What follows belongs to an exercise in optimizing a design on an open flow for small area, a short achievable clock period and few clock cycles per item; a production flow would make more cautious choices.
RTL that was checked went through simulation tests only; none was proved equivalent to the original.
Power and IR drop assume default switching activity.

Design ep_filter_stream, start of the top module:
module ep_filter_stream #(
  parameter int unsigned PIX_W = 8,
  parameter int unsigned WIN   = 3,
  parameter int unsigned WGT_W = 4
) (
  input  logic                     clk,
  input  logic                     rst_n,
  input  logic                     in_valid,
  output logic                     in_ready,
  input  logic [WIN*WIN*PIX_W-1:0] in_win,
  input  logic                     in_sof,
  input  logic                     in_eol,
  input  logic [3:0]               thr_shift,
  input  logic                     bypass,
  output logic                     out_valid,
  input  logic                     out_ready,
  output logic [PIX_W-1:0]         out_pix,
  output logic                     out_sof,
  output logic                     out_eol
);
  logic vld_c0;
  logic [7:0] p0_c1;
  logic [7:0] p1_c2;
  logic [7:0] p2_c3;
  logic [7:0] p3_c4;
  logic [7:0] p4_c5;
  logic [7:0] p5_c6;
  logic [7:0] p6_c7;
  logic [7:0] p7_c8;
  logic [7:0] p8_c9;
  logic [7:0] dif0_11;
  logic [7:0] gp0_12;
  logic [7:0] pp0_13;
  logic [8:0] gg0_14;
  logic [8:0] pg0_15;
  logic sg0_16;
  logic sp0_17;
  logic sg0_18;
  logic sp0_19;
  logic sg0_20;
  logic sp0_21;
  logic sg0_22;
  logic sp0_23;
  logic sg0_24;
  logic sp0_25;
  logic sg0_26;
  logic sp0_27;
  logic sg0_28;
  logic sp0_29;
  logic sg0_30;
  logic sp0_31;
  logic sg0_32;
  logic sp0_33;
  logic sg0_34;
  logic sp0_35;
  logic sg0_36;
  logic sp0_37;
  logic sg0_38;
  logic sp0_39;
  logic [7:0] dif1_40;
  logic [7:0] gp1_41;
  logic [7:0] pp1_42;
  logic [8:0] gg1_43;
  logic [8:0] pg1_44;
  logic sg1_45;
  logic sp1_46;
  logic sg1_47;
  logic sp1_48;
  logic sg1_49;
  logic sp1_50;
  logic sg1_51;
  logic sp1_52;
  logic sg1_53;
  logic sp1_54;
  logic sg1_55;
  logic sp1_56;
  logic sg1_57;
  logic sp1_58;
  logic sg1_59;
  logic sp1_60;
  logic sg1_61;
  logic sp1_62;
  logic sg1_63;
  logic sp1_64;
  logic sg1_65;
  logic sp1_66;
  logic sg1_67;
  logic sp1_68;
  logic [7:0] dif2_69;
  logic [7:0] gp2_70;
  logic [7:0] pp2_71;
  ...
clock: 5.0 ns
lec_check: 0
abc_area: 1
cap_margin: 20
core_margin: 2
core_utilization: 40
cts_buf_list: sky130_fd_sc_hd__clkbuf_8
cts_cluster_diameter: 50
cts_cluster_size: 16
setup_slack_margin: 2.1
slew_margin: 20
synth_hierarchical: 1
standard.sh (not shown) runs the stock make flow with config.mk's settings and CLKGATE_MAP_FILE= SYNTH_SCRIPT=/design/flow/synth_recipe.tcl, a recipe that flattens the netlist after the stock synthesis.
==> flow/flow/run.sh <==
#!/bin/bash
# The standard layout (the standard.sh, unchanged), except that the port buffers that
# global placement inserts on every input and output are sky130_fd_sc_hd__buf_2 cells rather
# than the resizer's default pick; timing repair still resizes them where it needs to.
# The ORFS tools write their logs under orfs/logs/; make's own output goes to standard.log.
set -euo pipefail
bash standard.sh BUFFER_PORTS_ARGS="-buffer_cell sky130_fd_sc_hd__buf_2" finish > standard.log 2>&1
==> next run, changes <==
- TNS_END_PERCENT: not set -> 20
After rerunning: Non-clock buffer count shrinks by 4. Sequential power hardly moves. Register-to-register slack loses 0.06 ns. Final cell count is about the same. Total power shrinks by 0.85%. Fmax shrinks by 0.65%. Setup slack loses 0.019 ns. Worst hold slack hardly moves. Clock-buffer cell count does not change.
No run of this note included a check of the RTL's function; only the layout flow was run.

========
Another version of the RTL of ep_filter_stream (not shown whole).
Size: ~3,200 cells after synthesis, ~95 I/O pins, ~30,000 sq um of cells after synthesis.
Design ep_filter_stream, start of the top module:
module ep_filter_stream #(
  parameter int unsigned PIX_W = 8,
  parameter int unsigned WIN   = 3,
  parameter int unsigned WGT_W = 4
) (
  input  logic                     clk,
  input  logic                     rst_n,
  input  logic                     in_valid,
  output logic                     in_ready,
  input  logic [WIN*WIN*PIX_W-1:0] in_win,
  input  logic                     in_sof,
  input  logic                     in_eol,
  input  logic [3:0]               thr_shift,
  input  logic                     bypass,
  output logic                     out_valid,
  input  logic                     out_ready,
  output logic [PIX_W-1:0]         out_pix,
  output logic                     out_sof,
  output logic                     out_eol
);
Settings: LEC_CHECK=0, ABC_AREA=1, CAP_MARGIN=20, CORE_MARGIN=2, CORE_UTILIZATION=40, CTS_BUF_LIST=sky130_fd_sc_hd__clkbuf_8, CTS_CLUSTER_DIAMETER=50, CTS_CLUSTER_SIZE=16, SETUP_SLACK_MARGIN=2.1, SLEW_MARGIN=20, SYNTH_HIERARCHICAL=1; clock period 5.0 ns.
==> flow/flow/run.sh <==
#!/bin/bash
# The standard layout (the standard.sh, unchanged), except that:
#  - the port buffers that global placement inserts on every input and output are
#    sky130_fd_sc_hd__buf_2 cells rather than the resizer's default pick (timing repair still
#    resizes them where it needs to);
#  - clock tree synthesis gets the same arguments as in the standard flow (from config.mk's
#    CTS settings) plus -dont_use_dummy_load.
# The ORFS tools write their logs under orfs/logs/; make's own output goes to standard.log.
set -euo pipefail
CTS="-sink_clustering_enable -repair_clock_nets -sink_clustering_size 16 -sink_clustering_max_diameter 50 -buf_list sky130_fd_sc_hd__clkbuf_8 -dont_use_dummy_load"
bash standard.sh BUFFER_PORTS_ARGS="-buffer_cell sky130_fd_sc_hd__buf_2" CTS_ARGS="$CTS" finish > standard.log 2>&1
The first run finished with timing, DRC and antenna clean.
Testbench counts at the start, summed over its fixed seeds: cycles 16,064, items 16,000.
==> next run, changes <==
==> flow/flow/run.sh (replaced) <==
#!/bin/bash
# The standard layout (the standard.sh, unchanged), except that the port buffers that
# global placement inserts on every input and output are sky130_fd_sc_hd__buf_2 cells rather
# than the resizer's default pick; timing repair still resizes them where it needs to.
# The ORFS tools write their logs under orfs/logs/; make's own output goes to standard.log.
set -euo pipefail
bash standard.sh BUFFER_PORTS_ARGS="-buffer_cell sky130_fd_sc_hd__buf_2" finish > standard.log 2>&1
--- a/flow/config.mk
+++ b/flow/config.mk
@@ -14,3 +14,3 @@
 export CTS_CLUSTER_SIZE = 16
-export SETUP_SLACK_MARGIN = 2.1
+export SETUP_SLACK_MARGIN = 2.2
 export SLEW_MARGIN = 20
Result: First-iteration DRC count shrinks by about 1.9%. Non-clock buffer count climbs by 80. Power came out higher by about 4.6%. Area after synthesis stays the same.

========
== job 1795 ==
Another version of the RTL of ep_filter_stream (not shown whole).
Size in the first run: about 3600 cells after synthesis, ~540 flip-flops, roughly 95 I/O pins, about 33000 um2 of cells after synthesis.
Design ep_filter_stream, start of the top module:
module ep_filter_stream #(
  parameter int unsigned PIX_W = 8,
  parameter int unsigned WIN   = 3,
  parameter int unsigned WGT_W = 4
) (
  input  logic                     clk,
  input  logic                     rst_n,
  input  logic                     in_valid,
  output logic                     in_ready,
  input  logic [WIN*WIN*PIX_W-1:0] in_win,
  input  logic                     in_sof,
  input  logic                     in_eol,
  input  logic [3:0]               thr_shift,
  input  logic                     bypass,
  output logic                     out_valid,
  input  logic                     out_ready,
  output logic [PIX_W-1:0]         out_pix,
  output logic                     out_sof,
  output logic                     out_eol
);
  logic vld_c0;
  logic [7:0] p0_c1;
  logic [7:0] p1_c2;
  logic [7:0] p2_c3;
  logic [7:0] p3_c4;
  logic [7:0] p4_c5;
  logic [7:0] p5_c6;
  logic [7:0] p6_c7;
  logic [7:0] p7_c8;
  logic [7:0] p8_c9;
  logic [7:0] dif0_11;
  logic [7:0] gp0_12;
  logic [7:0] pp0_13;
  logic [8:0] gg0_14;
  logic [8:0] pg0_15;
  logic sg0_16;
  logic sp0_17;
  logic sg0_18;
  logic sp0_19;
  logic sg0_20;
  logic sp0_21;
  logic sg0_22;
  logic sp0_23;
  logic sg0_24;
  logic sp0_25;
  logic sg0_26;
  logic sp0_27;
  logic sg0_28;
  logic sp0_29;
  logic sg0_30;
  logic sp0_31;
  logic sg0_32;
  logic sp0_33;
  logic sg0_34;
  logic sp0_35;
  logic sg0_36;
  logic sp0_37;
  logic sg0_38;
  logic sp0_39;
  logic [7:0] dif1_40;
  logic [7:0] gp1_41;
  logic [7:0] pp1_42;
  logic [8:0] gg1_43;
  logic [8:0] pg1_44;
  logic sg1_45;
  logic sp1_46;
  logic sg1_47;
  logic sp1_48;
  logic sg1_49;
  logic sp1_50;
  logic sg1_51;
  logic sp1_52;
  logic sg1_53;
  logic sp1_54;
  logic sg1_55;
  logic sp1_56;
  logic sg1_57;
  logic sp1_58;
  logic sg1_59;
  logic sp1_60;
  logic sg1_61;
  logic sp1_62;
  logic sg1_63;
  logic sp1_64;
  logic sg1_65;
  logic sp1_66;
  logic sg1_67;
  logic sp1_68;
  logic [7:0] dif2_69;
  logic [7:0] gp2_70;
  logic [7:0] pp2_71;
  logic [8:0] gg2_72;
  logic [8:0] pg2_73;
  logic sg2_74;
  ...
Settings: LEC_CHECK=0, ABC_AREA=1, CAP_MARGIN=20, CORE_MARGIN=2, CORE_UTILIZATION=40, CTS_BUF_LIST=sky130_fd_sc_hd__clkbuf_8, CTS_CLUSTER_DIAMETER=50, CTS_CLUSTER_SIZE=16, SETUP_SLACK_MARGIN=1.8, SLEW_MARGIN=20, SYNTH_HIERARCHICAL=1; clock period 5.0 ns.
run.sh (not shown) runs the stock make flow with config.mk's settings and CLKGATE_MAP_FILE= SYNTH_SCRIPT=/design/flow/synth_recipe.tcl, a recipe that flattens the netlist after the stock synthesis.
Stock flow here: none of the scripts above is used.
Testbench counts of job 1795, summed over its fixed seeds: cycles 16,064, items 16,000.
Here is what was changed in the inputs of job 9752 compared with job 1795.
Settings: removing CTS_CLUSTER_SIZE (formerly 16); removing CTS_CLUSTER_DIAMETER (formerly 50); removing CTS_BUF_LIST (formerly sky130_fd_sc_hd__clkbuf_8); removing ABC_AREA (formerly 1); changing SETUP_SLACK_MARGIN from 1.8 to 2.0.
==> comparison <==
Against job 1795, average instance area after synthesis in job 9752 rose by more than 10%. Looking at final antenna diode count, job 9752 sits below job 1795. Combinational group share of total power (job 9752 over job 1795): decrease, 1.6 points. Compared with job 1795, job 9752 has less setup slack. Startpoint of the worst setup timing path = in_win[32]: job 9752; startpoint of the worst setup timing path = w1_s1[3]: job 1795. Cmp job 9752 vs job 1795: total power per unit cell area higher in job 9752. Clock latency on the worst-skew pair is higher on job 1795. Of job 1795 and job 9752, the run reporting the higher clock power was job 9752. Aggregate negative setup slack came out exactly the same in job 1795 and job 9752. Cmp job 1795 and job 9752 / largest stage delay on the critical path / higher: job 1795.
The following lists how job 7371 was set up differently from job 9752:
Settings: setting CTS_CLUSTER_DIAMETER to 60 for the first time; changing SETUP_SLACK_MARGIN from 2.0 to 1.8; setting CTS_CLUSTER_SIZE to 18 for the first time; setting CTS_BUF_LIST to sky130_fd_sc_hd__clkbuf_8 for the first time.
==> summary.txt <==
Area growth from synthesis to final layout: job 7371 lower than job 9752
Changes observed in job 7371 relative to job 9752: portion of total power attributed to sequential cells has increased, number of buffers inserted to repair setup after CTS has decreased.
Job 7371 ends up with a required time of the critical path that is 70 ps higher than in job 9752.
Delta (job 7371 minus job 9752): post-synthesis cell area has remained practically unchanged; area of the multi-input gates decreased 1.1%; fraction of met3 tracks used by global routing barely changed; global-route wire length before repair lost about 1.4%.
In the flow results for job 7371 and job 9752, the total non-filler cell area in the finished layout is smaller on job 7371.
Non-filler instance count after layout on job 7371 is down relative to job 9752.
Setup slack in job 7371 is larger than in job 9752.
### job 7371 -> job 2121
Settings: clearing CTS_BUF_LIST, which used to be sky130_fd_sc_hd__clkbuf_8; clearing CTS_CLUSTER_SIZE, which used to be 18; putting ABC_AREA at 1 where nothing was set; clearing CTS_CLUSTER_DIAMETER, which used to be 60.
Notes after the runs:
Every stage of the flow completed for job 2121, and the final layout passed the timing, design-rule and antenna checks.
Diff job 7371 -> job 2121: synthesized cell count now sits higher; clock network fraction of total power now sits higher; register area now sits at about the same level.
Delay of the slowest critical-path stage: job 2121 > job 7371
Comparing job 2121 and job 7371, the lower total routing resource utilization after global routing is on job 2121.
Area: job 2121 vs job 7371 -> job 2121 larger

-- static timing again, ports no longer ideal --
The results above use ideal ports. As a check the final layouts listed here were re-extracted and re-timed, cells and wires unchanged. Step 1 sets driving cells, clkbuf_16 on the clock port and buf_2 on the other inputs (assumed; they add their load-dependent delay and slew). Step 2 adds t to the input delays and takes it off the output delays; t is the mean of the earliest and latest rising clock arrival at the registers after step 1. Input paths then give back, and output paths get back, about the clock's delay inside the block. Slacks: ideal ports / drivers / drivers and shift; pairs: ideal ports / drivers.
| run | shift t [ns] | setup slack, ns | hold slack, ns |
|---|---|---|---|
| the first run of note 1 | 0.750 | 2.085 / 2.100 / 1.350 | 0.306 / 0.264 / 0.320 |
| the second run of note 1 | 0.740 | 2.066 / 2.047 / 1.307 | 0.306 / 0.269 / 0.326 |
| the first run of note 2 | 0.694 | 2.054 / 2.006 / 1.313 | 0.286 / 0.286 / 0.286 |
| the second run of note 2 | 0.722 | 2.162 / 2.076 / 1.355 | 0.303 / 0.291 / 0.303 |
| job 1795 | 0.760 | 1.880 / 1.880 / 1.229 | 0.334 / 0.334 / 0.334 |
| job 9752 | 0.697 | 1.674 / 1.679 / 0.983 | 0.324 / 0.324 / 0.324 |
| job 7371 | 0.735 | 1.747 / 1.752 / 1.017 | 0.329 / 0.329 / 0.329 |
| job 2121 | 0.678 | 1.840 / 1.778 / 1.258 | 0.297 / 0.297 / 0.297 |
After both steps setup and hold are still met in every run listed. The setup slack of the second run of note 2, which loses most, moves by -0.086 ns with the drivers and by -0.807 ns with both steps.
